Background: an optimization exercise with open tools, aiming at small area, a short achievable clock period and few clock cycles per item. Do not read the settings as production practice. Where RTL was checked, it was by simulation tests only, not by an equivalence proof against the original. For run 4, only the layout was checked, not whether the RTL still works. No activity file was given, so power comes from the tool's default toggle rates.

File: design/flow/design.v
package ahb3_pkg;
  typedef logic [32-1:0] addr_t;
  typedef logic [32-1:0] word_t;
  typedef enum logic [1:0] {
    IDLE   = 2'b00,
    BUSY   = 2'b01,
    NONSEQ = 2'b10,
    SEQ    = 2'b11
  } htrans_e;
  typedef enum logic [2:0] {
    BYTE = 3'b000,
    HALF = 3'b001,
    WORD = 3'b010
  } hsize_e;
  typedef enum logic {
    OKAY  = 1'b0,
    ERROR = 1'b1
  } hresp_e;
  typedef enum logic [1:0] {
    ERR_IDLE,
    ERR_FIRST,
    ERR_SECOND
  } err_state_e;
  typedef struct packed {
    logic    hsel;
    addr_t   haddr;
    logic    hwrite;
    hsize_e  hsize;
    htrans_e htrans;
  } ahb3_req_t;
  typedef struct packed {
    word_t  hrdata;
    logic   hready;
    hresp_e hresp;
  } ahb3_rsp_t;
endpackage
package tile_map_pkg;
  typedef enum logic [1:0] {
    SLV_DM,
    SLV_BOOT,
    SLV_NONE
  } slave_e;
  function automatic ahb3_pkg::word_t boot_image(input logic [2:0] idx);
    case (idx)
      3'd0:    boot_image = 32'h0000_0093;   
      3'd1:    boot_image = 32'h0000_1137;   
      3'd2:    boot_image = 32'hff01_0113;   
      3'd3:    boot_image = 32'hf140_2573;   
      3'd4:    boot_image = 32'h0000_0293;   
      3'd5:    boot_image = 32'h0002_8067;   
      3'd6:    boot_image = 32'h1050_0073;   
      default: boot_image = 32'h0000_006f;   
    endcase
  endfunction
  function automatic slave_e slave_decode(input ahb3_pkg::addr_t addr);
    case (addr[32-1 -: 4])
      4'h0:   slave_decode = tile_map_pkg::SLV_DM;
      4'hf: slave_decode = tile_map_pkg::SLV_BOOT;
      default:          slave_decode = tile_map_pkg::SLV_NONE;
    endcase
  endfunction
endpackage
`timescale 1ns/1ps
module ahb3_interconnect (
  input  logic                clk,
  input  logic                arst_n_i,
  input  ahb3_pkg::ahb3_req_t m_req_i,
  output logic                accept_o,
  output logic                sel_dm_o,
  output logic                sel_boot_o,
  output logic                hready_o,
  output logic                hresp_o
);
  tile_map_pkg::slave_e addr_slv;
  logic                 err_req;
  logic                 err_first;
  assign addr_slv = tile_map_pkg::slave_decode(m_req_i.haddr);
  assign accept_o = hready_o && m_req_i.hsel && m_req_i.htrans[1];
  assign sel_dm_o   = (addr_slv == tile_map_pkg::SLV_DM);
  assign sel_boot_o = (addr_slv == tile_map_pkg::SLV_BOOT);
  assign err_req = accept_o && (addr_slv == tile_map_pkg::SLV_NONE ||
                                (addr_slv == tile_map_pkg::SLV_BOOT && m_req_i.hwrite));
  assign err_first = !hready_o;
  always_ff @(posedge clk or negedge arst_n_i) begin
    if (!arst_n_i) begin
      hready_o <= 1'b1;
      hresp_o  <= 1'b0;
    end else if (err_first) begin
      hready_o <= 1'b1;
      hresp_o  <= 1'b1;
    end else begin
      hready_o <= !err_req;
      hresp_o  <= err_req;
    end
  end
endmodule
`timescale 1ns/1ps
module ahb3_sram_sp (
  input  logic                clk,
  input  logic                arst_n_i,
  input  logic                wr_take_i,    
  input  ahb3_pkg::addr_t     haddr_i,
  input  ahb3_pkg::hsize_e    hsize_i,
  input  ahb3_pkg::word_t     hwdata_i,
  input  logic                ovr_i,
  input  ahb3_pkg::word_t     ovr_data_i,
  output ahb3_pkg::word_t     rdata_o
);
  localparam int unsigned LANES = 32 / 8;
  localparam int unsigned OFF_W = $clog2(LANES);
  localparam int unsigned WORDS = 1024 / LANES;
  localparam int unsigned IDX_W = $clog2(WORDS);
  localparam int unsigned COL_W = IDX_W / 2;
  localparam int unsigned ROW_W = IDX_W - COL_W;
  localparam int unsigned COLS  = 1 << COL_W;
  localparam int unsigned ROWS  = 1 << ROW_W;
  logic [IDX_W-1:0] a_idx;
  logic [LANES-1:0] addr_be;
  logic [COLS-1:0]  a_col;      
  logic [ROWS-1:0]  a_row;
  logic [COLS-1:0]  dp_col_n;   
  logic [ROWS-1:0]  dp_row;
  logic [LANES-1:0] dp_wbe;     
  logic             hit;
  logic [LANES-1:0] alt_sel;    
  ahb3_pkg::word_t  alt_data;
  assign a_idx = haddr_i[IDX_W+OFF_W-1:OFF_W];
  always_comb begin
    for (int c = 0; c < COLS; c++) a_col[c] = (a_idx[COL_W-1:0] == COL_W'(c));
    for (int r = 0; r < ROWS; r++) a_row[r] = (a_idx[IDX_W-1:COL_W] == ROW_W'(r));
  end
  always_comb begin
    case (hsize_i)
      ahb3_pkg::BYTE: addr_be = LANES'(1) << haddr_i[OFF_W-1:0];
      ahb3_pkg::HALF: addr_be = LANES'(3) << {haddr_i[OFF_W-1:1], 1'b0};
      ahb3_pkg::WORD: addr_be = '1;
      default:        addr_be = '0;
    endcase
  end
  always_ff @(posedge clk or negedge arst_n_i) begin
    if (!arst_n_i) begin
      dp_wbe <= '0;
    end else begin
      dp_wbe <= wr_take_i ? addr_be : '0;
    end
  end
  always_ff @(posedge clk) begin
    dp_col_n <= ~a_col;
    dp_row   <= a_row;
  end
  for (genvar r = 0; r < ROWS; r++) begin : g_row
    logic [LANES-1:0] lane_we_n;
    logic [32-1:0] none;
    for (genvar l = 0; l < LANES; l++) begin : g_lane
      assign lane_we_n[l] = !(dp_row[r] && dp_wbe[l]);
    end
    ahb3_sram_row #(
      .COLS (COLS),
      .LANES(LANES)
    ) u_row (
      .clk        (clk),
      .lane_we_n_i(lane_we_n),
      .col_we_n_i (dp_col_n),
      .wdata_i    (hwdata_i),
      .col_i      (a_col),
      .row_i      (a_row[r]),
      .none_o     (none)
    );
  end
  assign hit = |(dp_row & a_row) && |(~dp_col_n & a_col);
  always_comb begin
    for (int i = 0; i < LANES; i++) begin
      alt_sel[i]         = ovr_i || (hit && dp_wbe[i]);
      alt_data[8*i +: 8] = ovr_i ? ovr_data_i[8*i +: 8] : hwdata_i[8*i +: 8];
    end
  end
  for (genvar b = 0; b < 32; b++) begin : g_bit
    logic [ROWS-1:0] none_rows;
    for (genvar r = 0; r < ROWS; r++) begin : g_r
      assign none_rows[r] = g_row[r].none[b];
    end
    ahb3_sram_or_tree #(.N(ROWS)) u_tree (
      .none_i(none_rows),
      .alt_i (alt_sel[b/8]),
      .alt_d (alt_data[b]),
      .one_o (rdata_o[b])
    );
  end
endmodule
module ahb3_sram_row #(
  parameter int unsigned COLS  = 16,
  parameter int unsigned LANES = 4
) (
  input  logic                 clk,
  input  logic [LANES-1:0]     lane_we_n_i,   
  input  logic [COLS-1:0]      col_we_n_i,    
  input  logic [8*LANES-1:0]   wdata_i,
  input  logic [COLS-1:0]      col_i,         
  input  logic                 row_i,         
  output logic [8*LANES-1:0]   none_o         
);
  logic [8*LANES-1:0] mem [COLS];
  for (genvar c = 0; c < COLS; c++) begin : g_col
    for (genvar l = 0; l < LANES; l++) begin : g_lane
      logic we;
      ahb3_sram_nor2 u_we (.a(lane_we_n_i[l]), .b(col_we_n_i[c]), .y(we));
      always_ff @(posedge clk) begin
        if (we) mem[c][8*l +: 8] <= wdata_i[8*l +: 8];
      end
    end
  end
  for (genvar b = 0; b < 8 * LANES; b++) begin : g_bit
    logic [1:0] half;
    for (genvar h = 0; h < 2; h++) begin : g_half
      logic [COLS/2-1:0] d;
      for (genvar c = 0; c < COLS / 2; c++) begin : g_c
        assign d[c] = mem[(COLS/2)*h + c][b];
      end
      ahb3_sram_sel8 u_half (.sel_i(col_i[(COLS/2)*h +: COLS/2]), .d_i(d), .y(half[h]));
    end
    ahb3_sram_o21ai u_row (.a1(half[0]), .a2(half[1]), .b1(row_i), .y(none_o[b]));
  end
endmodule
module ahb3_sram_or_tree #(
  parameter int unsigned N = 16
) (
  input  logic [N-1:0] none_i,
  input  logic         alt_i,
  input  logic         alt_d,
  output logic         one_o
);
  logic [N/4-1:0] some;
  for (genvar q = 0; q < N / 4; q++) begin : g_quad
    ahb3_sram_nand4 u_quad (.a(none_i[4*q +: 4]), .y(some[q]));
  end
  assign one_o = alt_i ? alt_d : |some;
endmodule
module ahb3_sram_sel8 (
  input  logic [7:0] sel_i,
  input  logic [7:0] d_i,
  output logic       y
);
  logic [3:0] pair_n;
  for (genvar p = 0; p < 4; p++) begin : g_pair
    assign pair_n[p] = !((sel_i[2*p] & d_i[2*p]) | (sel_i[2*p+1] & d_i[2*p+1]));
  end
  assign y = !(&pair_n);
endmodule
module ahb3_sram_a22oi (
  input  logic a1, a2, b1, b2,
  output logic y
);
  assign y = !((a1 & a2) | (b1 & b2));
endmodule
module ahb3_sram_nand4 (
  input  logic [3:0] a,
  output logic       y
);
  assign y = !(&a);
endmodule
module ahb3_sram_o21ai (
  input  logic a1, a2, b1,
  output logic y
);
  assign y = !((a1 | a2) & b1);
endmodule
module ahb3_sram_nor2 (
  input  logic a, b,
  output logic y
);
  assign y = !(a | b);
endmodule
`timescale 1ns/1ps
module ahb3_bootrom (
  input  logic [$clog2(8)-1:0] idx_i,
  output ahb3_pkg::word_t                        rdata_o
);
  assign rdata_o = tile_map_pkg::boot_image(idx_i);
endmodule
`timescale 1ns/1ps
module ahb3_tile (
  input  logic                clk,
  input  logic                arst_n_i,
  input  logic                hsel_i,
  input  logic [31:0]         haddr_i,
  input  logic                hwrite_i,
  input  logic [2:0]          hsize_i,
  input  logic [1:0]          htrans_i,
  input  logic [31:0]         hwdata_i,
  output logic [31:0]         hrdata_o,
  output logic                hready_o,
  output logic                hresp_o
);
  ahb3_pkg::ahb3_req_t req_i;
  assign req_i.hsel   = hsel_i;
  assign req_i.haddr  = haddr_i;
  assign req_i.hwrite = hwrite_i;
  assign req_i.hsize  = ahb3_pkg::hsize_e'(hsize_i);
  assign req_i.htrans = ahb3_pkg::htrans_e'(htrans_i);
  logic            accept;
  logic            sel_dm;
  logic            sel_boot;
  ahb3_pkg::word_t rdata;
  ahb3_pkg::word_t boot_rdata;
  ahb3_pkg::word_t rdata_q;
  ahb3_interconnect u_bus (
    .clk       (clk),
    .arst_n_i  (arst_n_i),
    .m_req_i   (req_i),
    .accept_o  (accept),
    .sel_dm_o  (sel_dm),
    .sel_boot_o(sel_boot),
    .hready_o  (hready_o),
    .hresp_o   (hresp_o)
  );
  ahb3_sram_sp u_ram (
    .clk      (clk),
    .arst_n_i (arst_n_i),
    .wr_take_i(accept && sel_dm && hwrite_i),
    .haddr_i  (req_i.haddr),
    .hsize_i  (req_i.hsize),
    .hwdata_i (hwdata_i),
    .ovr_i    (sel_boot),
    .ovr_data_i(boot_rdata),
    .rdata_o  (rdata)
  );
  ahb3_bootrom u_bootrom (
    .idx_i  (haddr_i[4:2]),
    .rdata_o(boot_rdata)
  );
  always_ff @(posedge clk) begin
    rdata_q <= rdata;
  end
  assign hrdata_o = rdata_q;
endmodule
File: design/flow/flow/run.sh
#!/bin/bash
# The standard layout (standard.sh), with three changes:
#  - the port buffers are plain buffers instead of delay cells,
#  - repair may swap a cell for one of another footprint (so a slow buffer
#    can become a fast one),
#  - clock tree leaves drive larger clusters, and no dummy loads are added.
# Each ORFS step keeps its own log under orfs/logs/; make's output is in
# flow.log.
set -euo pipefail
bash standard.sh \
  BUFFER_PORTS_ARGS="-buffer_cell sky130_fd_sc_hd__buf_4" \
  MATCH_CELL_FOOTPRINT=0 \
  CTS_ARGS="-sink_clustering_enable -repair_clock_nets -dont_use_dummy_load -sink_clustering_size 25 -sink_clustering_max_diameter 70" \
  finish > flow.log 2>&1
File: design/flow/standard.sh
#!/bin/bash
# synth_recipe.tcl (not shown) runs the flow's synth.tcl, then flattens the netlist and writes it again
# the make line also repeats each setting of config.mk as NAME=value (left out here)
make -C /OpenROAD-flow-scripts/flow DESIGN_CONFIG=/design/flow/config.mk WORK_HOME=/design/flow/orfs CLKGATE_MAP_FILE= SYNTH_SCRIPT=/design/flow/synth_recipe.tcl "${@:-finish}"
File: design/flow/config.mk
export PLATFORM = sky130hd
export DESIGN_NAME = ahb3_tile
export DESIGN_NICKNAME = ahb3_tile
export VERILOG_FILES = /design/flow/design.v
export SDC_FILE = /design/flow/constraint.sdc
export NUM_CORES = 8
export LEC_CHECK = 0
export CAP_MARGIN = 20
export CORE_MARGIN = 2
export CORE_UTILIZATION = 50
export SETUP_SLACK_MARGIN = 3.5
export SLEW_MARGIN = 20
export SYNTH_HIERARCHICAL = 1
export SYNTH_MEMORY_MAX_BITS = 16384
File: design/flow/constraint.sdc
create_clock -name core_clock -period 7.0 [get_ports {clk}]
set_input_delay 1.4000 -clock core_clock [delete_from_list [all_inputs] [get_ports {clk}]]
set_output_delay 1.4000 -clock core_clock [all_outputs]
set_load 0.01 [all_outputs]
==> results of run 1 <==
==> where the power goes <==
part	switching, W	leakage [nW]	internal, W
Combinational	0.00256	13.8	0.000806
Clock	0.0147	5.77	0.0118
Sequential	0.000136	74.2	0.0543
Total	0.0174	93.7	0.0669
==> worst max-delay path, delay by kind of cell <==
kind            cells  cell delay [ns]
compound gates      3             0.70
buf+inv             4             0.85
simple gates        5             1.44
==> per-stage QoR <==
step | hold slack, ns | power, W | setup TNS (ns) | util, % | cells
2_1_floorplan | 0.452 | 0.0567 | -278.48 | - | 15446
3_3_place_gp | 0.437 | 0.0587 | 0 | 52.7 | 23623
3_5_place_dp | 0.450 | 0.0587 | 0 | 52.7 | 23627
4_1_cts | 0.0558 | 0.0845 | 0 | 54.9 | 24144
5_1_grt | 0.0966 | 0.0863 | 0 | 55.2 | 24191
6_report | 0.129 | 0.0843 | 0 | 55.2 | 24206
==> per-module statistics from Yosys, one instance, submodules excluded, a selection <==
module,cells,flops+latches,cell area [µm²]
ahb3_bootrom,41,0,236
ahb3_sram_nand4,1,0,6.26
ahb3_sram_o21ai,1,0,5.00
ahb3_sram_sp,285,36,2180
ahb3_tile,33,32,647
ahb3_sram_nor2,1,0,3.75
ahb3_sram_sel8,5,0,36.3
ahb3_interconnect,9,2,100
==> repair_timing <==
action	in CTS	in global routing
endpoints found under the setup margin	32	31
pin swaps	85	129
resized for setup	145	171
gates cloned	6	22
buffers inserted	43	21
==> worst paths after layout <==
kind | slack (ns) | end
setup / recovery | 3.30 | rdata_q[13]
hold / removal | 0.13 | u_bus.hresp_o
setup reg to reg | 3.55 | rdata_q[20]
hold reg to reg | 0.47 | u_bus.hresp_o
max in group asynchronous | 6.68 | u_bus.hready_o
min in group core_clock | 0.47 | u_bus.hresp_o
==> cell usage after synthesis (3+ instances only) <==
cell type | n | area, µm²
nand4_1 | 1153 | 7210
inv_1 | 22 | 82.6
dfxtp_1 | 64 | 1280
buf_1 | 3 | 11.3
mux2_1 | 32 | 360
edfxtp_1 | 8192 | 246000
nor3b_1 | 4 | 30.0
a21oi_1 | 8 | 40.0
buf_2 | 8 | 40.0
nand2b_1 | 13 | 81.3
nand3b_1 | 7 | 52.6
clkbuf_1 | 12 | 45.0
nand2_1 | 109 | 409
buf_4 | 16 | 120
a21o_1 | 5 | 37.5
dfrtp_1 | 5 | 125
nor2_1 | 1059 | 3980
o21ai_0 | 6 | 30.0
a22oi_1 | 4096 | 30700
nor4_1 | 33 | 206
nor3_1 | 11 | 55.1
o21ai_1 | 544 | 2720
==> cells in the final DEF, fill, tap and decap left out, types with 38 or more instances in the layout <==
cell	netlist	final
o21ai_2	0	95
edfxtp_1	8192	8192
nand2_1	109	107
buf_12	0	109
nand4_1	1153	1153
a22oi_2	0	58
nor2_1	1059	1038
o21ai_1	544	441
buf_8	0	38
dfxtp_1	64	45
buf_4	16	313
a22oi_1	4096	4038
clkbuf_16	0	491
==> area by class of cell <==
| type | instances | share of cell area [%] |
|---|---|---|
| diodes | 17 | 0.0132 |
| clock buffers | 468 | 3.62 |
| inverters | 24 | 0.0279 |
| multi-input cells | 7120 | 14.8 |
| flip-flops and latches | 8262 | 76.6 |
| well taps | 7782 | 3.01 |
| repair buffers | 533 | 2.02 |
==> logic make-up after synthesis <==
group / count (synthesis) / synth area share, %
other cells: 2 / 0.00255
buf+inv: 65 / 0.112
compound gates: 4674 / 11.5
flops: 8262 / 84.2
simple gates: 2403 / 4.13
mux: 34 / 0.130
==> layer usage <==
layer | track usage [%] | wire, µm
met5 | 0.0893 | 423
met4 | 7.63 | 27700
met3 | 4.81 | 85700
met2 | 42.4 | 392000
met1 | 39.8 | 340000
==> sequential cells by signal, summed over array words and instances, names as in the netlist <==
| signal | count |
|---|---|
| u_ram.dp_row | 16 |
| rdata_q | 32 |
| u_ram.g_row.u_row.mem | 8192 |
| u_ram.dp_col_n | 16 |
| u_bus.hready_o | 1 |
| u_bus.hresp_o | 1 |
| u_ram.dp_wbe | 4 |
==> impl_metrics.ini, run 1 <==
[worst_setup_path]
arrival_ns = 4.60
startpoint = haddr_i[4]
cp_max_fo = 31
r2r-start = u_ram.dp_row[1]
worstPathRequired_ns = 7.90
cpPeakStageDelay_ns = 0.46
crit_chain = buf_16 > nand2b_4 > nor2_4 > buf_4 > buf_12 > buf_4 > a22oi_1 > nand4_1 > o21ai_1 > nand4_1 > nor4_4 > o21ai_1
worstSetupStartpointType = input port
crit_path_end_kind = flip-flop
cpMaxStageDelayCell = nand4_1
worstSetupPathType = in2reg
reg2regPathDepth = 8

[power]
leakagePower_nw = 93.7
power.density_mw_per_mm2 = 261
peakVddDrop_mv = 0.249

[place]
post-dp-hpwl_um = 480000
dpl-instance-area_mm2 = 0.309
gp_congestion = 0.811
place_ws_ns = 1.42
io_buffers = 87

[floorplanning]
pin_count = 107
initial_utilization_pct = 50.2
dieWidth_um = 771
rows = 281
die_h_um = 771
fp.dieArea_mm2 = 0.594
core_mm2 = 0.586

[global_route]
grt.overflow.total = 0
grt_antenna_before_repair = 49
grt_pass1_vias = 152858
grt_max_degree = 212
grt_pass1_wl_um = 1160000
grt_usage_pct = 27.2

[run]
drv_cap = 0

[cells_and_area]
areaGrowthSynthToFinish_pct = 9.97
multi_input_area_mm2 = 0.0477
fillers = 44890
final_area_mm2 = 0.323
finalNetCount = 16482
seq_area_mm2 = 0.247
drive_gt1_share_pct = 7.69

[logic_synthesis]
yosysWarningCount = 12
seq_area_frac_synth_pct = 84.2
syn_area_per_cell_um2 = 19.0
synth_edf_count = 8192
synth_cells = 15440
ys_types = 53
synthArstFlopShare_pct = 0.0726
netlist_area_mm2 = 0.294
ys_seq_elements = 8262
synth_ff_type = edfxtp_1

[timing]
finalHoldViolCount = 0
max_freq_mhz = 270
rsz0062_at_grt = yes
min_period_over_period_pct = 52.9
maxSlewViolCount = 0
tightest_slew_ns = 1.22
fin_skew_ns = 0.133
min_period_ns = 3.70
maxSlewHeadroom_pct = 18.4
finalSetupViolCount = 0
setup_ws_ns = 3.30

[detailed_routing]
drtAntennaViolNets = 0
drt_iter0_drc = 24586
drt_pre_antenna_iters = 6
drc = 0
vias = 163861
vias_per_cell = 6.77
drt_wl_total_um = 846000
drt-wirelength-per-cell_um = 34.9

[outcome]
status = complete, no violations

[clock_tree]
htreeDepth = 5
clk_latency_ns = 1.08
path_clk_slew_ns = 0.08
cts_made_buffers = 468
cts_tree = done
cts_sinks = 8262
cts-root-buf = clkbuf_16
ctsHoldBuffers = 0
clockBufferDepth = 4

[worst_hold_path]
hold_path_class = in2async
Testbench counts, summed over its fixed seeds: cycles 26,056, transfers 26,048.
==> inputs of run 2 (changes only) <==
--- a/design/flow/config.mk
+++ b/design/flow/config.mk
@@ -9,4 +9,5 @@
 export CORE_MARGIN = 2
-export CORE_UTILIZATION = 50
-export SETUP_SLACK_MARGIN = 3.5
+export CORE_UTILIZATION = 65
+export PLACE_DENSITY = 0.75
+export SETUP_SLACK_MARGIN = 3.8
 export SLEW_MARGIN = 20
==> impl_metrics.ini, run 2 <==
[outcome]
status = complete, but fails checks
so_faults = slew limit

[worst_setup_path]
cp.depth = 12
reg2regPathDepth = 3
critPathBufInv = 4
worstSetupStartpointType = input port
crit_chain = buf_16 > nand2b_4 > nor2_4 > buf_16 > buf_8 > buf_12 > a22oi_1 > nand4_1 > o21ai_1 > nand4_1 > nor4_2 > o21ai_1
r2r_slack_ns = 3.71
cpMaxStageDelayCell = nor4_2
rr_endpoint = u_ram.g_row[14].u_row.mem[14][24]
cp_max_fo = 72
worstPathRequired_ns = 7.90
r2r-start = u_ram.dp_col_n[14]
crit_end = rdata_q[25]
path_delay_family = simple AND/OR/NAND/NOR gates
cpPeakStageDelay_ns = 0.45
worstSetupPathType = in2reg
startpoint = haddr_i[3]
arrival_ns = 4.38
crit_path_end_kind = flip-flop

[timing]
maxSlewHeadroom_pct = -9.43
rsz0062_at_grt = yes
min_period_over_period_pct = 49.8
finalHoldViolCount = 0
max_freq_mhz = 287
fin_skew_ns = 0.114
tightest_slew_ns = 1.64
maxSlewViolCount = 93
final.setup.tns_ns = 0
min_period_ns = 3.49
finalSetupViolCount = 0

[logic_synthesis]
ys_seq_elements = 8262
synth_edf_count = 8192
netlist_top_cells_count = 8192 x edfxtp_1, 4096 x a22oi_1, 1153 x nand4_1
yosys.area.top_type_share_pct = 83.7
synthArstFlopShare_pct = 0.0726
synth.area.top_cells = edfxtp_1 84%, a22oi_1 10%, nand4_1 2.5%, nor2_1 1.4%, o21ai_1 0.93%
yosysWarningCount = 12
synth_ff_type = edfxtp_1
ys_types = 53
syn_area_per_cell_um2 = 19.0
synth.most_common_cell = edfxtp_1
synth_area_leader_cell = edfxtp_1
seq_area_frac_synth_pct = 84.2
netlist_area_mm2 = 0.294
synth_cells = 15440

[global_route]
grt_max_degree = 231
grt_pass1_vias = 156220
grt_pass1_wl_um = 1120000
grt_antenna_before_repair = 47
grt.overflow.total = 0
grt_usage_pct = 34.0

[clock_tree]
cts-root-buf = clkbuf_16
path_clk_slew_ns = 0.09
cts_made_buffers = 407
cts_sinks = 8262
clk_latency_ns = 1.06
cts_tree = done
htreeDepth = 5
clockBufferDepth = 4

[detailed_routing]
drtAntennaViolNets = 0
vias_per_cell = 7.59
drt_wl_total_um = 826000
drc = 0
drt_pre_antenna_iters = 6
drt-wirelength-per-cell_um = 37.0
drt_iter0_drc = 32550
vias = 169640

[power]
power.density_mw_per_mm2 = 256
fin_total_pwr_w = 0.0822
peakVddDrop_mv = 0.251
leakagePower_nw = 93.4

[place]
io_buffers = 87
gp_congestion = 0.846
post-dp-hpwl_um = 449000

[cells_and_area]
final_cell_mix = 8192 x edfxtp_1, 3977 x a22oi_1, 1153 x nand4_1
finalNetCount = 16429
largest_register_ffs = 8192
drive_gt1_share_pct = 8.03
final_common_cell = edfxtp_1
areaGrowthSynthToFinish_pct = 9.20
top_regs = u_ram.g_row.u_row.mem (8192), rdata_q (32)
regMostFlops = u_ram.g_row.u_row.mem

[floorplanning]
core_mm2 = 0.450
pin_count = 107
fp.dieArea_mm2 = 0.458
initial_utilization_pct = 65.4
rows = 246
die_h_um = 677
dieWidth_um = 677

[run]
drv_cap = 0

[worst_hold_path]
hold_path_class = in2async
## run 2: cell types whose count changed in the layout (fill, tap and decap cells not counted), moves of 17 or more
cell     previous run  this run
a22oi_2            58       119
o21ai_1           441       412
nor4_4             21         4
buf_6              32        54
a22oi_1          4038      3977
buf_16             18        46
buf_4             313       247
diode_2            17        43
buf_12            109        79
o21ai_2            95       125
## run 2: metrics by stage
step / hold slack, ns / util [%] / std cells / cell area [µm²] / worst slack (ns)
2_1_floorplan: 0.452 / - / 15446 / 294000 / -7.53
3_3_place_gp: 0.443 / 68.0 / 21742 / 306000 / 1.52
3_5_place_dp: 0.449 / 68.0 / 21745 / 306000 / 1.47
4_1_cts: 0.0998 / 70.8 / 22214 / 318000 / 3.65
5_1_grt: 0.121 / 71.4 / 22317 / 321000 / 3.69
6_report: 0.159 / 71.4 / 22349 / 321000 / 3.51
## run 2: repair_timing
action,in CTS,in global routing
hold buffers,0,0
gates resized for setup,283,230
cloned,29,53
setup buffers,33,34
endpoints found under the setup margin,384,39
pin swaps,115,157
## run 2: logic make-up after synthesis
group	after synthesis	synth area share (%)
AO/OA/AOI/OAI	4674	11.5
flip-flops	8262	84.2
AND/OR/NAND/NOR	2403	4.13
buffers and inverters	65	0.112
multiplexers	34	0.130
other	2	0.00255
## run 2: how the worst min path moves through the flow
stage,endpoint,slack [ns],cells past startpoint
CTS,u_ram.dp_wbe[0],0.1,1
finish,u_ram.dp_wbe[0],0.16,1
floorplan,u_bus.hresp_o,0.45,1
global route,u_ram.dp_wbe[3],0.12,1
detailed placement,u_bus.hresp_o,0.45,1
global placement,u_bus.hresp_o,0.44,1
## run 2: where the power goes
group          total, W  internal (W)  switching (W)
clock            0.0244        0.0103         0.0140
sequential       0.0545        0.0543       0.000158
combinational   0.00336      0.000827        0.00253
total            0.0822        0.0655         0.0167
## run 2: area by class of cell
cell class | instances | area (µm²)
Inverter | 24 | 90.1
Antenna cell | 43 | 108
Multi-Input combinational cell | 7119 | 48000
Tap cell | 5952 | 7450
Clock buffer | 407 | 10200
Fill cell | 26038 | 129000
Timing Repair Buffer | 542 | 7730
Sequential cell | 8262 | 248000
## run 2: Yosys stat by module, one instance, submodules excluded, excerpt
module             area (µm²)  times used
ahb3_sram_nor2           3.75        1024
ahb3_interconnect         100           1
ahb3_bootrom              236           1
ahb3_sram_sp             2180           1
ahb3_sram_o21ai          5.00         512
ahb3_tile                 647           1
ahb3_sram_sel8           36.3        1024
ahb3_sram_nand4          6.26         128
## run 2: metal layers
metal | vias up | part of all wire [%] | global-route usage [%]
li1 | 68055 | - | -
met1 | 85446 | 34 | 47.5
met2 | 14150 | 47 | 52.3
met3 | 1961 | 14 | 7.20
met4 | 28 | 5.5 | 15.7
met5 | - | 0.024 | 0
==> inputs of run 3 (changes only) <==
--- a/design/flow/config.mk
+++ b/design/flow/config.mk
@@ -9,5 +9,6 @@
 export CORE_MARGIN = 2
-export CORE_UTILIZATION = 65
-export PLACE_DENSITY = 0.75
-export SETUP_SLACK_MARGIN = 3.8
+export CORE_UTILIZATION = 70
+export GPL_ROUTABILITY_DRIVEN = 0
+export PLACE_DENSITY = 0.8
+export SETUP_SLACK_MARGIN = 4.0
 export SLEW_MARGIN = 20
==> impl_metrics.ini, run 3 <==
[outcome]
status = complete, no violations

[timing]
min_period_ns = 3.53
rsz0062_at_grt = yes
maxSlewHeadroom_pct = 12.4
min_period_over_period_pct = 50.4
tightest_slew_ns = 1.31
hold_ws_ns = 0.160
max_freq_mhz = 283
fin_skew_ns = 0.106
finalSetupViolCount = 0
maxSlewViolCount = 0
finalHoldViolCount = 0
final.setup.tns_ns = 0

[worst_setup_path]
worstSetupStartpointType = input port
crit_chain = buf_16 > nand2b_4 > buf_12 > nor2_4 > buf_12 > buf_6 > clkbuf_16 > buf_16 > a22oi_2 > nand4_1 > o21ai_2 > nand4_1 > nor4_4 > o21ai_1
critPathBufInv = 6
crit_end = rdata_q[12]
startpoint = haddr_i[4]
r2r-start = u_ram.dp_row[15]
arrival_ns = 4.44
path_delay_family = simple AND/OR/NAND/NOR gates
r2r_slack_ns = 3.73
cpPeakStageDelay_ns = 0.45
worstSetupPathType = in2reg
cp_max_fo = 16
worstPathRequired_ns = 7.91
cpMaxStageDelayCell = nor4_4
cp.depth = 14
crit_path_end_kind = flip-flop
reg2regPathDepth = 9
rr_endpoint = rdata_q[0]

[clock_tree]
clk_latency_ns = 1.03
ctsHoldBuffers = 0
cts_tree = done
cts-root-buf = clkbuf_16
cts_sinks = 8262
htreeDepth = 5
clockBufferDepth = 4
cts_made_buffers = 393
path_clk_slew_ns = 0.08

[cells_and_area]
regMostFlops = u_ram.g_row.u_row.mem
final_core_util_pct = 77.2
seq_area_mm2 = 0.248
largest_register_ffs = 8192
final_cell_mix = 8192 x edfxtp_1, 3914 x a22oi_1, 1153 x nand4_1
multi_input_area_mm2 = 0.0489
finalNetCount = 16507
final_common_cell = edfxtp_1
drive_gt1_share_pct = 10.1
top_regs = u_ram.g_row.u_row.mem (8192), rdata_q (32)
areaGrowthSynthToFinish_pct = 9.66
layout.cells.non_filler = 21981
fillers = 20660

[logic_synthesis]
netlist_area_mm2 = 0.294
synthArstFlopShare_pct = 0.0726
synth.area.top_cells = edfxtp_1 84%, a22oi_1 10%, nand4_1 2.5%, nor2_1 1.4%, o21ai_1 0.93%
yosys.area.top_type_share_pct = 83.7
yosysWarningCount = 12
netlist_top_cells_count = 8192 x edfxtp_1, 4096 x a22oi_1, 1153 x nand4_1
ys_seq_elements = 8262
synth_cells = 15440
synth_edf_count = 8192
synth.most_common_cell = edfxtp_1
synth_ff_type = edfxtp_1
seq_area_frac_synth_pct = 84.2
synth_area_leader_cell = edfxtp_1
ys_types = 53
syn_area_per_cell_um2 = 19.0

[detailed_routing]
drt-wirelength-per-cell_um = 38.7
drt_pre_antenna_iters = 11
drt_wl_total_um = 851000
vias_per_cell = 7.93
drc = 0
drt_iter0_drc = 36531
drtAntennaViolNets = 0
vias = 174214

[global_route]
grt_antenna_before_repair = 52
grt.overflow.total = 0
grt_pass1_vias = 163038
grt_max_degree = 231
grt_usage_pct = 38.9
grt_pass1_wl_um = 1170000

[power]
peakVddDrop_mv = 0.268
leakagePower_nw = 93.9
power.density_mw_per_mm2 = 255
fin_total_pwr_w = 0.0821

[floorplanning]
rows = 237
pin_count = 107
core_mm2 = 0.418
die_h_um = 652
fp.dieArea_mm2 = 0.425
initial_utilization_pct = 70.4
dieWidth_um = 652

[place]
io_buffers = 87
post-dp-hpwl_um = 458000
dp.cells = 21305

[run]
drv_cap = 0

[worst_hold_path]
hold_path_class = in2async
[run 3: cell counts after synthesis]
No cell type changed its count.
[run 3: per-module statistics from Yosys (local to each module, per instance), excerpt]
module             flops+latches  cell area, µm²  times used  cells
ahb3_sram_sel8                 0            36.3        1024      5
ahb3_sram_nor2                 0            3.75        1024      1
ahb3_sram_nand4                0            6.26         128      1
ahb3_bootrom                   0             236           1     41
ahb3_sram_o21ai                0            5.00         512      1
ahb3_interconnect              2             100           1      9
ahb3_tile                     32             647           1     33
ahb3_sram_sp                  36            2180           1    285
[run 3: layout make-up]
| class | instances | share of cell area (%) |
|---|---|---|
| flip-flops and latches | 8262 | 76.8 |
| inverters | 24 | 0.0279 |
| clock buffers | 393 | 3.05 |
| diodes | 52 | 0.0404 |
| repair buffers | 633 | 2.78 |
| multi-input cells | 7120 | 15.2 |
| well taps | 5497 | 2.13 |
[run 3: how the worst min path moves through the flow]
stage | startpoint | to | depth (start not counted)
2_1_floorplan | u_bus.hready_o | u_bus.hresp_o | 1
3_3_place_gp | u_bus.hready_o | u_bus.hresp_o | 1
3_5_place_dp | u_bus.hready_o | u_bus.hresp_o | 1
4_1_cts | arst_n_i | u_bus.hresp_o | 1
5_1_grt | arst_n_i | u_bus.hresp_o | 1
6_report | arst_n_i | u_bus.hresp_o | 1
[run 3: worst register-to-register path, delay by kind of cell, from the launching register on]
kind / cells / cell delay (ns)
AOI/OAI and AO/OA: 5 / 1.43
buffers and inverters: 2 / 0.72
DFF: 1 / 0.70
and+or+nand+nor: 2 / 0.40
[run 3: cells by family after synthesis]
| kind of cell | synth area share (%) |
|---|---|
| other | 0.00255 |
| muxes | 0.130 |
| AOI/OAI and AO/OA | 11.5 |
| buffers and inverters | 0.112 |
| DFF | 84.2 |
| and+or+nand+nor | 4.13 |
[run 3: through the flow]
step                instance area (µm²)  worst slack, ns
floorplan                        294000            -7.51
global placement                 305000             1.58
detailed placement               305000             1.60
CTS                              321000             3.79
global route                     322000             3.54
finish                           322000             3.47
[run 3: metal layers]
metal  GRT usage, %  share of wire (%)  up-vias
met5              0              0.017        -
met4           22.5                7.0       20
met3           10.9                 16     2800
met2           58.1                 46    17210
met1           52.3                 31    86021
li1               -                  -    68163
[run 3: repair_timing]
action                                  CTS  global route
gates resized for setup                 665           226
pin swaps                               406           183
buffers inserted                         99            35
endpoints found under the setup margin  800          1189
gates cloned                             83            11
[run 3: where the power goes]
group / switching [W] / internal [W] / total [W]
combinational: 0.00266 / 0.000886 / 0.00355
clock: 0.0140 / 0.0100 / 0.0240
sequential: 0.000151 / 0.0543 / 0.0545
total: 0.0169 / 0.0652 / 0.0821
==> inputs of run 4 (changes only) <==
--- a/design/flow/design.v
+++ b/design/flow/design.v
@@ -120,2 +120,4 @@
   logic [ROWS-1:0]  a_row;
+  logic [3:0]       a_col_lo_n;  
+  logic [3:0]       a_col_hi_n;
   logic [COLS-1:0]  dp_col_n;   
@@ -130,2 +132,4 @@
     for (int r = 0; r < ROWS; r++) a_row[r] = (a_idx[IDX_W-1:COL_W] == ROW_W'(r));
+    for (int k = 0; k < 4; k++) a_col_lo_n[k] = (a_idx[1:0] != 2'(k));
+    for (int k = 0; k < 4; k++) a_col_hi_n[k] = (a_idx[3:2] != 2'(k));
   end
@@ -164,3 +168,4 @@
       .wdata_i    (hwdata_i),
-      .col_i      (a_col),
+      .col_lo_n_i (a_col_lo_n),
+      .col_hi_n_i (a_col_hi_n),
       .row_i      (a_row[r]),
@@ -197,3 +202,4 @@
   input  logic [8*LANES-1:0]   wdata_i,
-  input  logic [COLS-1:0]      col_i,         
+  input  logic [3:0]           col_lo_n_i,    
+  input  logic [3:0]           col_hi_n_i,
   input  logic                 row_i,         
@@ -202,2 +208,6 @@
   logic [8*LANES-1:0] mem [COLS];
+  logic [COLS-1:0]    col_i;     
+  for (genvar c = 0; c < COLS; c++) begin : g_dec
+    ahb3_sram_nor2 u_col (.a(col_lo_n_i[c%4]), .b(col_hi_n_i[c/4]), .y(col_i[c]));
+  end
   for (genvar c = 0; c < COLS; c++) begin : g_col
--- a/design/flow/config.mk
+++ b/design/flow/config.mk
@@ -9,6 +9,4 @@
 export CORE_MARGIN = 2
-export CORE_UTILIZATION = 70
-export GPL_ROUTABILITY_DRIVEN = 0
-export PLACE_DENSITY = 0.8
-export SETUP_SLACK_MARGIN = 4.0
+export CORE_UTILIZATION = 50
+export SETUP_SLACK_MARGIN = 3.5
 export SLEW_MARGIN = 20
==> impl_metrics.ini, run 4 <==
[timing]
max_freq_mhz = 266
maxSlewViolCount = 0
min_period_ns = 3.76
rsz0062_at_grt = yes
tightest_slew_ns = 1.25
finalHoldViolCount = 0
final.setup.tns_ns = 0
finalSetupViolCount = 0
min_period_over_period_pct = 53.7
maxSlewHeadroom_pct = 16.7
fin_skew_ns = 0.119

[power]
switchingPower_w = 0.0181
swShare_pct = 21.2
fin_total_pwr_w = 0.0853
peakVddDrop_mv = 0.241
leakagePower_nw = 96.9
clock_power_share_pct = 31.2
p_comb_share_pct = 4.9
power.density_mw_per_mm2 = 257
p_int_w = 0.0672
seqPwrFrac_pct = 64.0

[global_route]
grt_max_degree = 146
grt.overflow.total = 0
grt_antenna_before_repair = 97
grt_pass1_wl_um = 1250000
grt_usage_pct = 30.0
grt_pass1_vias = 158547

[floorplanning]
pin_count = 107
initial_utilization_pct = 50.1
dieWidth_um = 772
fp.dieArea_mm2 = 0.596
die_h_um = 772
core_mm2 = 0.589
rows = 282

[logic_synthesis]
yosys.area.top_type_share_pct = 83.4
synth.most_common_cell = edfxtp_1
syn_area_per_cell_um2 = 18.8
yosysWarningCount = 12
synth_ff_type = edfxtp_1
synth.area.top_cells = edfxtp_1 83%, a22oi_1 10%, nand4_1 2.4%, nor2_1 1.7%, o21ai_1 0.92%
netlist_top_cells_count = 8192 x edfxtp_1, 4097 x a22oi_1, 1316 x nor2_1
seq_area_frac_synth_pct = 83.9
ys_seq_elements = 8262
synth_edf_count = 8192
netlist_area_mm2 = 0.295
ys_types = 47
synth_area_leader_cell = edfxtp_1
synth_cells = 15687
synthArstFlopShare_pct = 0.0726

[cells_and_area]
regMostFlops = u_ram.g_row.u_row.mem
largest_register_ffs = 8192
final_common_cell = edfxtp_1
top_regs = u_ram.g_row.u_row.mem (8192), rdata_q (32)
fillers = 44550
areaGrowthSynthToFinish_pct = 12.7
drive_gt1_share_pct = 13.6
final_cell_mix = 8192 x edfxtp_1, 3904 x a22oi_1, 1152 x nand4_1
finalNetCount = 17187

[worst_setup_path]
worstSetupPathType = in2reg
crit_path_end_kind = flip-flop
worstPathRequired_ns = 7.93
arrival_ns = 4.69
cp_max_fo = 19
r2r_slack_ns = 3.36
worstSetupStartpointType = input port
reg2regPathDepth = 3
rr_endpoint = u_ram.g_row[11].u_row.mem[15][13]
r2r-start = u_ram.dp_col_n[15]

[clock_tree]
path_clk_slew_ns = 0.08
htreeDepth = 5
clockBufferDepth = 4
cts_sinks = 8262
cts-root-buf = clkbuf_16
cts_made_buffers = 469
ctsHoldBuffers = 0
cts_tree = done
clk_latency_ns = 1.13

[worst_hold_path]
hold_path_class = in2async

[detailed_routing]
drt_pre_antenna_iters = 8
vias = 170165
vias_per_cell = 6.82
drtAntennaViolNets = 0
drc = 0
drt_wl_total_um = 933000
drt-wirelength-per-cell_um = 37.4
drt_iter0_drc = 28296

[run]
drv_cap = 0

[outcome]
status = complete, no violations

[place]
gp_congestion = 0.902
io_buffers = 87
post-dp-hpwl_um = 581000
run 4: cell count changes in the layout (fill, tap and decap cells not counted), sizes merged, moves of 9 or more:
cell and delta:
buf +372, clkbuf +37, clkinv +14, inv -9, nand2 +9, nor2 +262
run 4: power by group through the flow:
stage,Sequential (W),Combinational [W],Clock [W]
after floorplan,0.0555,0.00108,0
after global placement,0.0556,0.00348,0
after detailed placement,0.0556,0.00353,0
after CTS,0.0545,0.00387,0.0268
after global routing,0.0545,0.00426,0.0284
final,0.0545,0.00416,0.0266
run 4: per-module statistics from Yosys (local to each module, per instance), excerpt:
module,cells,cell area [µm²],copies in the design,flip-flops and latches
ahb3_tile,33,647,1,32
ahb3_sram_nor2,1,3.75,1280,0
ahb3_sram_nand4,1,6.26,128,0
ahb3_bootrom,41,236,1,0
ahb3_sram_sel8,5,36.3,1024,0
ahb3_sram_sp,276,2130,1,36
ahb3_sram_o21ai,1,5.00,512,0
ahb3_interconnect,9,100,1,2
run 4: layout make-up:
| type | count | area (µm²) | share of cell area [%] |
|---|---|---|---|
| Sequential cell | 8262 | 248000 | 74.5 |
| Multi-Input combinational cell | 7382 | 51900 | 15.6 |
| Clock buffer | 469 | 11700 | 3.53 |
| Timing Repair Buffer | 966 | 10700 | 3.22 |
| Tap cell | 7810 | 9770 | 2.94 |
| Timing Repair inverter | 15 | 313 | 0.0941 |
| Inverter | 18 | 245 | 0.0738 |
| Antenna cell | 45 | 113 | 0.0339 |
run 4: how the worst max path moves through the flow:
stage | from | endpoint | slack [ns] | cells after the start
2_1_floorplan | haddr_i[2] | rdata_q[0] | 2.38 | 10
3_3_place_gp | haddr_i[4] | rdata_q[15] | 0.83 | 11
3_5_place_dp | haddr_i[4] | rdata_q[15] | 0.79 | 11
4_1_cts | haddr_i[4] | rdata_q[14] | 3.37 | 12
5_1_grt | haddr_i[4] | rdata_q[15] | 3.35 | 13
6_report | haddr_i[2] | rdata_q[31] | 3.24 | 13
run 4: timing repair:
item / CTS / global route
cloned: 23 / 38
buffers inserted: 133 / 142
resized for setup: 749 / 481
pin swaps: 205 / 283
hold endpoints to repair: 0 / 0
endpoints found under the setup margin: 60 / 40
run 4: kinds of logic (layout without fill, tap and decap cells):
group | after synthesis | after routing | synth area share (%)
buffers and inverters | 56 | 1468 | 0.101
multiplexers | 38 | 38 | 0.143
other | 2 | 53 | 0.00255
AND/OR/NAND/NOR | 2661 | 2668 | 4.43
flip-flops | 8262 | 8262 | 83.9
AO/OA/AOI/OAI | 4668 | 4668 | 11.4
run 4: critical path, cell delays in order:
cell     delay [ns]
buf_12         0.13
buf_16         0.15
nand2_8        0.13
buf_12         0.18
buf_4          0.16
nor2_4         0.09
buf_8          0.18
a22oi_2        0.22
nand4_1        0.28
o21ai_4        0.38
nand4_1        0.71
nor4_1         0.48
o21ai_1        0.12
run 4: stage by stage:
step	util, %	std cells	setup slack (ns)	cell area, µm²	hold WS [ns]
5_1_grt	56.4	24925	3.35	332000	0.123
3_3_place_gp	52.8	24116	0.834	311000	0.436
3_5_place_dp	52.8	24117	0.790	311000	0.439
6_report	56.5	24967	3.24	332000	0.141
2_1_floorplan	-	15693	2.38	295000	0.452
4_1_cts	55.7	24742	3.37	328000	0.0788
run 4: per-layer routing:
layer	GRT usage (%)	up-vias	share of wire [%]	wire length [µm]
li1	-	69919	-	-
met3	6.65	1590	11	104000
met5	0	-	0.044	412
met2	47.3	10192	47	437000
met4	12.6	36	4.9	45900
met1	40.8	88428	37	345000
==> inputs of run 5 (changes only) <==
--- a/design/flow/design.v
+++ b/design/flow/design.v
@@ -120,4 +120,2 @@
   logic [ROWS-1:0]  a_row;
-  logic [3:0]       a_col_lo_n;  
-  logic [3:0]       a_col_hi_n;
   logic [COLS-1:0]  dp_col_n;   
@@ -128,2 +126,6 @@
   ahb3_pkg::word_t  alt_data;
+  logic [32-1:0][1:0] found;    
+  logic [LANES-1:0] alt_sel_q;
+  ahb3_pkg::word_t  alt_data_q;
+  logic [32-1:0][1:0] found_q;
   assign a_idx = haddr_i[IDX_W+OFF_W-1:OFF_W];
@@ -132,4 +134,2 @@
     for (int r = 0; r < ROWS; r++) a_row[r] = (a_idx[IDX_W-1:COL_W] == ROW_W'(r));
-    for (int k = 0; k < 4; k++) a_col_lo_n[k] = (a_idx[1:0] != 2'(k));
-    for (int k = 0; k < 4; k++) a_col_hi_n[k] = (a_idx[3:2] != 2'(k));
   end
@@ -168,4 +168,3 @@
       .wdata_i    (hwdata_i),
-      .col_lo_n_i (a_col_lo_n),
-      .col_hi_n_i (a_col_hi_n),
+      .col_i      (a_col),
       .row_i      (a_row[r]),
@@ -187,8 +186,16 @@
     ahb3_sram_or_tree #(.N(ROWS)) u_tree (
-      .none_i(none_rows),
-      .alt_i (alt_sel[b/8]),
-      .alt_d (alt_data[b]),
-      .one_o (rdata_o[b])
+      .none_i (none_rows),
+      .found_o(found[b])
     );
   end
+  always_ff @(posedge clk) begin
+    alt_sel_q  <= alt_sel;
+    alt_data_q <= alt_data;
+    found_q    <= found;
+  end
+  always_comb begin
+    for (int b = 0; b < 32; b++) begin
+      rdata_o[b] = alt_sel_q[b/8] ? alt_data_q[b] : |found_q[b];
+    end
+  end
 endmodule
@@ -202,4 +209,3 @@
   input  logic [8*LANES-1:0]   wdata_i,
-  input  logic [3:0]           col_lo_n_i,    
-  input  logic [3:0]           col_hi_n_i,
+  input  logic [COLS-1:0]      col_i,         
   input  logic                 row_i,         
@@ -208,6 +214,2 @@
   logic [8*LANES-1:0] mem [COLS];
-  logic [COLS-1:0]    col_i;     
-  for (genvar c = 0; c < COLS; c++) begin : g_dec
-    ahb3_sram_nor2 u_col (.a(col_lo_n_i[c%4]), .b(col_hi_n_i[c/4]), .y(col_i[c]));
-  end
   for (genvar c = 0; c < COLS; c++) begin : g_col
@@ -237,5 +239,3 @@
   input  logic [N-1:0] none_i,
-  input  logic         alt_i,
-  input  logic         alt_d,
-  output logic         one_o
+  output logic [1:0]   found_o
 );
@@ -245,3 +245,4 @@
   end
-  assign one_o = alt_i ? alt_d : |some;
+  assign found_o[0] = |some[N/8-1:0];
+  assign found_o[1] = |some[N/4-1:N/8];
 endmodule
@@ -314,3 +315,2 @@
   ahb3_pkg::word_t boot_rdata;
-  ahb3_pkg::word_t rdata_q;
   ahb3_interconnect u_bus (
@@ -340,6 +340,3 @@
   );
-  always_ff @(posedge clk) begin
-    rdata_q <= rdata;
-  end
-  assign hrdata_o = rdata_q;
+  assign hrdata_o = rdata;
 endmodule
--- a/design/flow/flow/run.sh
+++ b/design/flow/flow/run.sh
@@ -12,3 +12,3 @@
   MATCH_CELL_FOOTPRINT=0 \
-  CTS_ARGS="-sink_clustering_enable -repair_clock_nets -dont_use_dummy_load -sink_clustering_size 25 -sink_clustering_max_diameter 70" \
+  CTS_ARGS="-sink_clustering_enable -repair_clock_nets -dont_use_dummy_load -sink_clustering_size 22 -sink_clustering_max_diameter 60" \
   finish > flow.log 2>&1
--- a/design/flow/config.mk
+++ b/design/flow/config.mk
@@ -9,4 +9,6 @@
 export CORE_MARGIN = 2
-export CORE_UTILIZATION = 50
-export SETUP_SLACK_MARGIN = 3.5
+export CORE_UTILIZATION = 70
+export GPL_ROUTABILITY_DRIVEN = 0
+export PLACE_DENSITY = 0.8
+export SETUP_SLACK_MARGIN = 4.0
 export SLEW_MARGIN = 20
==> impl_metrics.ini, run 5 <==
[outcome]
status = complete, no violations

[power]
clock_power_share_pct = 31.3
peakVddDrop_mv = 0.284
p_int_w = 0.0677
p_comb_share_pct = 4.0
power.density_mw_per_mm2 = 262
leakagePower_nw = 94.6
swShare_pct = 20.2
switchingPower_w = 0.0171
seqPwrFrac_pct = 64.7

[timing]
hold_ws_ns = 0.157
final.setup.tns_ns = 0
max_freq_mhz = 293
min_period_ns = 3.42
finalHoldViolCount = 0
tightest_slew_ns = 1.30
maxSlewHeadroom_pct = 13.4
setup_ws_ns = 3.58
rsz0062_at_grt = yes
fin_skew_ns = 0.0964
min_period_over_period_pct = 48.8
maxSlewViolCount = 0
finalSetupViolCount = 0

[global_route]
grt_max_degree = 181
grt_usage_pct = 36.0
grt_antenna_before_repair = 37
grt_pass1_wl_um = 1110000
grt.overflow.total = 0
grt_pass1_vias = 160510

[run]
drv_cap = 0

[detailed_routing]
drt_wl_total_um = 807000
drtAntennaViolNets = 0
drt-wirelength-per-cell_um = 36.4
drc = 0
drt_pre_antenna_iters = 10
vias = 171815
drt_iter0_drc = 32481
vias_per_cell = 7.75

[worst_setup_path]
reg2regPathDepth = 2
worstPathRequired_ns = 5.60
critPathBufInv = 3
r2r-start = u_ram.dp_wbe[0]
worstSetupStartpointType = flip-flop
startpoint = u_ram.alt_sel_q[2]
crit_end = hrdata_o[17]
crit_path_end_kind = output port
rr_endpoint = u_ram.g_row[0].u_row.mem[1][2]
cp.depth = 4
crit_top_cell = buf_6
cpMaxStageDelayCell = dfxtp_4
cpPeakStageDelay_ns = 0.40
worstSetupPathType = reg2out
cp_max_fo = 5
crit_chain = buf_8 > o21ai_2 > buf_6 > buf_6
arrival_ns = 2.02
r2r_slack_ns = 3.70
path_delay_family = buffers and inverters

[logic_synthesis]
synth.most_common_cell = edfxtp_1
ys_types = 51
syn_area_per_cell_um2 = 19.0
yosysWarningCount = 11
ys_seq_elements = 8330
seq_area_frac_synth_pct = 84.1
synth_ff_type = edfxtp_1
netlist_top_cells_count = 8192 x edfxtp_1, 4096 x a22oi_1, 1153 x nand4_1
synth_area_leader_cell = edfxtp_1
synthArstFlopShare_pct = 0.0720
synth_edf_count = 8192
synth.area.top_cells = edfxtp_1 83%, a22oi_1 10%, nand4_1 2.4%, nor2_1 1.4%, dfxtp_1 0.89%
netlist_area_mm2 = 0.296
synth_cells = 15572
yosys.area.top_type_share_pct = 83.2

[cells_and_area]
final_common_cell = edfxtp_1
fillers = 21229
final_cell_mix = 8192 x edfxtp_1, 4000 x a22oi_1, 1153 x nand4_1
drive_gt1_share_pct = 8.94
multi_input_area_mm2 = 0.0486
final_core_util_pct = 76.9
seq_area_mm2 = 0.249
top_regs = u_ram.g_row.u_row.mem (8192), u_ram.found_q (64), u_ram.alt_data_q (32)
areaGrowthSynthToFinish_pct = 9.35
regMostFlops = u_ram.g_row.u_row.mem
largest_register_ffs = 8192
finalNetCount = 16572

[clock_tree]
htreeDepth = 5
ctsHoldBuffers = 0
cts-root-buf = clkbuf_16
path_clk_slew_ns = 0.08
cts_sinks = 8330
cts_made_buffers = 481
clk_latency_ns = 1.08
cts_tree = done
clockBufferDepth = 4

[floorplanning]
fp.dieArea_mm2 = 0.428
core_mm2 = 0.420
pin_count = 107
dieWidth_um = 654
rows = 238
die_h_um = 654
initial_utilization_pct = 70.3

[worst_hold_path]
hold_path_class = in2async

[place]
post-dp-hpwl_um = 438000
io_buffers = 87
place_ws_ns = 2.23
## run 5: cell count changes after synthesis, moves of 11 or more
cell / delta
nor2_1: -227
dfxtp_1: +68
or2_1: +64
o21ai_0: +33
o21ai_1: -32
nor4_1: -31
nand2_1: -11
## run 5: kinds of logic after synthesis
group	synth area share, %
other	0.00254
AO/OA/AOI/OAI	11.4
flip-flops	84.1
AND/OR/NAND/NOR	4.22
multiplexers	0.129
buffers and inverters	0.112
## run 5: worst min-delay path by stage
stage	start	end	slack (ns)	depth (start not counted)
floorplan	u_bus.hready_o	u_bus.hresp_o	0.45	1
detailed placement	u_bus.hready_o	u_bus.hresp_o	0.45	1
global placement	u_bus.hready_o	u_bus.hresp_o	0.44	1
finish	arst_n_i	u_ram.dp_wbe[0]	0.16	1
global route	arst_n_i	u_ram.dp_wbe[0]	0.16	1
CTS	arst_n_i	u_bus.hresp_o	0.11	1
## run 5: cell type report
cell class | count | area share, %
multi-input cells | 7183 | 15.0
clock buffers | 481 | 3.72
repair buffers | 481 | 2.02
diodes | 45 | 0.0348
well taps | 5640 | 2.18
flip-flops and latches | 8330 | 77.0
inverters | 22 | 0.0255
## run 5: routing by layer
layer  wire length, µm  up-vias  global-route usage (%)
met5               121        -                       0
met3            118000     2164                    7.87
met1            265000    85590                    49.8
met2            379000    15664                    55.8
li1                  -    68381                       -
met4             44500       16                    16.9
## run 5: timing repair
item,CTS,global route
setup endpoints to repair,958,735
pin swaps,71,122
gates resized for setup,341,282
gates cloned,5,42
setup buffers,59,22
## run 5: power groups by stage
stage | logic (W) | clock network [W] | registers, W
after CTS | 0.00315 | 0.0264 | 0.0549
after global placement | 0.00286 | 0 | 0.0560
after global routing | 0.00348 | 0.0280 | 0.0549
after detailed placement | 0.00297 | 0 | 0.0560
final | 0.00338 | 0.0265 | 0.0549
after floorplan | 0.00125 | 0 | 0.0559
## run 5: Yosys stat by module (local to each module, per instance), a selection
| module | area (µm²) | cells |
|---|---|---|
| ahb3_sram_nand4 | 6.26 | 1 |
| ahb3_tile | 6.26 | 1 |
| ahb3_interconnect | 100 | 9 |
| ahb3_sram_sp | 4610 | 481 |
| ahb3_sram_o21ai | 5.00 | 1 |
| ahb3_sram_nor2 | 3.75 | 1 |
| ahb3_sram_sel8 | 36.3 | 5 |
| ahb3_bootrom | 236 | 41 |
## run 5: metrics by stage
step	instance area (µm²)	power [W]	instances
3_5_place_dp	307000	0.0590	21526
5_1_grt	323000	0.0863	22142
6_report	323000	0.0848	22182
4_1_cts	321000	0.0844	22071
2_1_floorplan	296000	0.0572	15578
3_3_place_gp	307000	0.0588	21522
Testbench counts of run 5, summed over its fixed seeds: cycles 26,056, transfers 26,048.
==> inputs of run 6 (changes only) <==
--- a/design/flow/config.mk
+++ b/design/flow/config.mk
@@ -9,5 +9,5 @@
 export CORE_MARGIN = 2
-export CORE_UTILIZATION = 70
+export CORE_UTILIZATION = 75
 export GPL_ROUTABILITY_DRIVEN = 0
-export PLACE_DENSITY = 0.8
+export PLACE_DENSITY = 0.82
 export SETUP_SLACK_MARGIN = 4.0
==> impl_metrics.ini, run 6 <==
[global_route]
grt_antenna_before_repair = 53
grt_usage_pct = 39.7
grt_max_degree = 185
grt_pass1_wl_um = 1130000
grt_pass1_vias = 163535
grt.overflow.total = 0

[clock_tree]
ctsHoldBuffers = 0
path_clk_slew_ns = 0.08
cts_made_buffers = 479
cts_sinks = 8330
cts_tree = done
clk_latency_ns = 1.07
htreeDepth = 5
cts-root-buf = clkbuf_16
clockBufferDepth = 4

[worst_setup_path]
arrival_ns = 2.05
rr_endpoint = u_ram.alt_sel_q[1]
worstSetupStartpointType = flip-flop
cp_max_fo = 6
worstSetupPathType = reg2out
crit_end = hrdata_o[16]
r2r_slack_ns = 3.80
crit_path_end_kind = output port
r2r-start = u_ram.dp_col_n[12]
startpoint = u_ram.alt_sel_q[2]
worstPathRequired_ns = 5.60
reg2regPathDepth = 5

[detailed_routing]
drt_iter0_drc = 37750
vias_per_cell = 8.11
drt-wirelength-per-cell_um = 38.4
drt_pre_antenna_iters = 9
vias = 177028
drtAntennaViolNets = 0
drc = 0
drt_wl_total_um = 837000

[floorplanning]
dieWidth_um = 632
rows = 230
die_h_um = 632
pin_count = 107
core_mm2 = 0.393
initial_utilization_pct = 75.3
fp.dieArea_mm2 = 0.399

[logic_synthesis]
synth.area.top_cells = edfxtp_1 83%, a22oi_1 10%, nand4_1 2.4%, nor2_1 1.4%, dfxtp_1 0.89%
synth_area_leader_cell = edfxtp_1
synth_edf_count = 8192
yosys.area.top_type_share_pct = 83.2
synth_cells = 15572
synth_top_family_by_area = compound AO/OA/AOI/OAI gates
synth_ff_type = edfxtp_1
seq_area_frac_synth_pct = 84.1
yosysWarningCount = 11
netlist_top_cells_count = 8192 x edfxtp_1, 4096 x a22oi_1, 1153 x nand4_1
ys_seq_elements = 8330
synthArstFlopShare_pct = 0.0720
synth_compound_area_share_pct = 11.4
synth_xor_area_share_pct = 0
ys_types = 51
synth_mux_area_share_pct = 0.129
netlist_area_mm2 = 0.296
syn_area_per_cell_um2 = 19.0
synth-adder-area-share_pct = 0
synthSimpleGateAreaFrac_pct = 4.22
synth.most_common_cell = edfxtp_1

[power]
peakVddDrop_mv = 0.255
fin_total_pwr_w = 0.0850
leakagePower_nw = 94.8
power.density_mw_per_mm2 = 263

[cells_and_area]
top_regs = u_ram.g_row.u_row.mem (8192), u_ram.found_q (64), u_ram.alt_data_q (32)
final_cell_mix = 8192 x edfxtp_1, 4017 x a22oi_1, 1153 x nand4_1
areaGrowthSynthToFinish_pct = 9.30
final_common_cell = edfxtp_1
seq_area_mm2 = 0.249
final_area_mm2 = 0.323
largest_register_ffs = 8192
fillers = 16933
multi_input_area_mm2 = 0.0486
regMostFlops = u_ram.g_row.u_row.mem
drive_gt1_share_pct = 8.99
finalNetCount = 16611

[timing]
maxSlewHeadroom_pct = 11.2
maxSlewViolCount = 0
rsz0062_at_grt = yes
final.setup.tns_ns = 0
finalSetupViolCount = 0
min_period_ns = 3.45
max_freq_mhz = 290
hold_ws_ns = 0.147
fin_skew_ns = 0.0773
min_period_over_period_pct = 49.2
tightest_slew_ns = 1.33
finalHoldViolCount = 0

[outcome]
status = complete, no violations

[worst_hold_path]
hold_path_class = in2async

[place]
post-dp-hpwl_um = 439000
io_buffers = 87
dpl-instance-area_mm2 = 0.306

[run]
drv_cap = 0
## run 6: cell counts after synthesis
Identical to the previous run, type by type.
## run 6: logic make-up (layout without fill, tap and decap cells)
logic type | Yosys count | count (layout)
other | 2 | 80
multiplexers | 34 | 34
buffers and inverters | 67 | 1024
flip-flops | 8330 | 8330
AO/OA/AOI/OAI | 4673 | 4673
AND/OR/NAND/NOR | 2466 | 2467
## run 6: stage by stage
step	cells	worst slack (ns)	utilization, %
after global routing	21764	3.57	82.3
after global placement	21112	1.73	78.0
after floorplan	15578	-7.55	-
final	21828	3.55	82.3
after detailed placement	21115	2.15	78.1
after CTS	21663	3.59	81.6
## run 6: repair_timing
| item | in CTS | in global routing |
|---|---|---|
| setup endpoints to repair | 630 | 1416 |
| cloned | 9 | 47 |
| pin swaps | 60 | 129 |
| resized for setup | 321 | 291 |
| setup buffers | 60 | 40 |
## run 6: report_power, final
part | leakage (nW) | switching (W) | internal (W)
clock network | 5.90 | 0.0146 | 0.0120
logic | 14.2 | 0.00260 | 0.000867
registers | 74.8 | 0.000149 | 0.0547
total | 94.8 | 0.0173 | 0.0676
## run 6: how the worst min path moves through the flow
stage	startpoint	endpoint
final	arst_n_i	u_ram.dp_wbe[1]
after global routing	arst_n_i	u_ram.dp_wbe[3]
after CTS	arst_n_i	u_ram.dp_wbe[1]
after detailed placement	u_bus.hready_o	u_bus.hresp_o
after global placement	u_bus.hready_o	u_bus.hresp_o
after floorplan	u_bus.hready_o	u_bus.hresp_o
## run 6: critical path, stage by stage (launching register included)
cell and delay (ns):
dfxtp_4 0.37, buf_12 0.14, buf_6 0.11, o21ai_4 0.22
buf_6 0.15
## run 6: cell type report
class	instances	share of cell area, %
flip-flops and latches	8330	77.0
multi-input cells	7182	15.0
clock buffers	479	3.71
repair buffers	523	2.14
well taps	5220	2.02
diodes	72	0.0557
inverters	22	0.0256
## run 6: metal layers
metal	track usage [%]	vias up	wire [µm]	share of wire [%]
li1	-	68496	-	-
met4	20.3	32	55900	6.7
met1	55.0	86577	261000	31
met3	9.95	3052	137000	16
met5	0	-	230	0.027
met2	60.2	18871	383000	46
## run 6: Yosys stat by module (local to each module, per instance), a selection
| module | times used | flip-flops and latches |
|---|---|---|
| ahb3_sram_nand4 | 128 | 0 |
| ahb3_sram_sel8 | 1024 | 0 |
| ahb3_tile | 1 | 0 |
| ahb3_interconnect | 1 | 2 |
| ahb3_sram_o21ai | 512 | 0 |
| ahb3_sram_nor2 | 1024 | 0 |

what the ideal ports hide:
How much do the figures lean on ideal ports? The routed layouts below were timed once more, with nothing changed but the port constraints.
Step 1 sets driving cells, clkbuf_16 on the clock port and buf_2 on the other inputs (assumed; they add their load-dependent delay and slew).
Step 2 moves the port delays by t, midway between the first and last clock arrival at a register: inputs arrive t later, outputs are due t later. That takes back most of the time a late clock gives input paths.
Three values: no drivers, after step 1, after step 2; two values: the first two.
| run | t (ns) | setup WS [ns] | worst setup path after step 2 | pins driven straight from the clock port |
|---|---|---|---|---|
| run 1 | 1.146 | 3.300 / 3.086 / 1.941 | input to register | 1 |
| run 2 | 1.126 | 3.515 / 3.241 / 2.115 | input to register | 1 |
| run 3 | 1.118 | 3.472 / 3.216 / 2.098 | input to register | 1 |
| run 4 | 1.190 | 3.238 / 3.069 / 1.879 | input to register | 1 |
| run 5 | 1.158 | 3.584 / 3.452 / 2.302 | input to register | 1 |
| run 6 | 1.165 | 3.554 / 3.421 / 2.548 | input to register | 1 |
For run 2, which loses most, drivers alone change the setup slack by -0.274 ns; drivers and shift together by -1.400 ns.
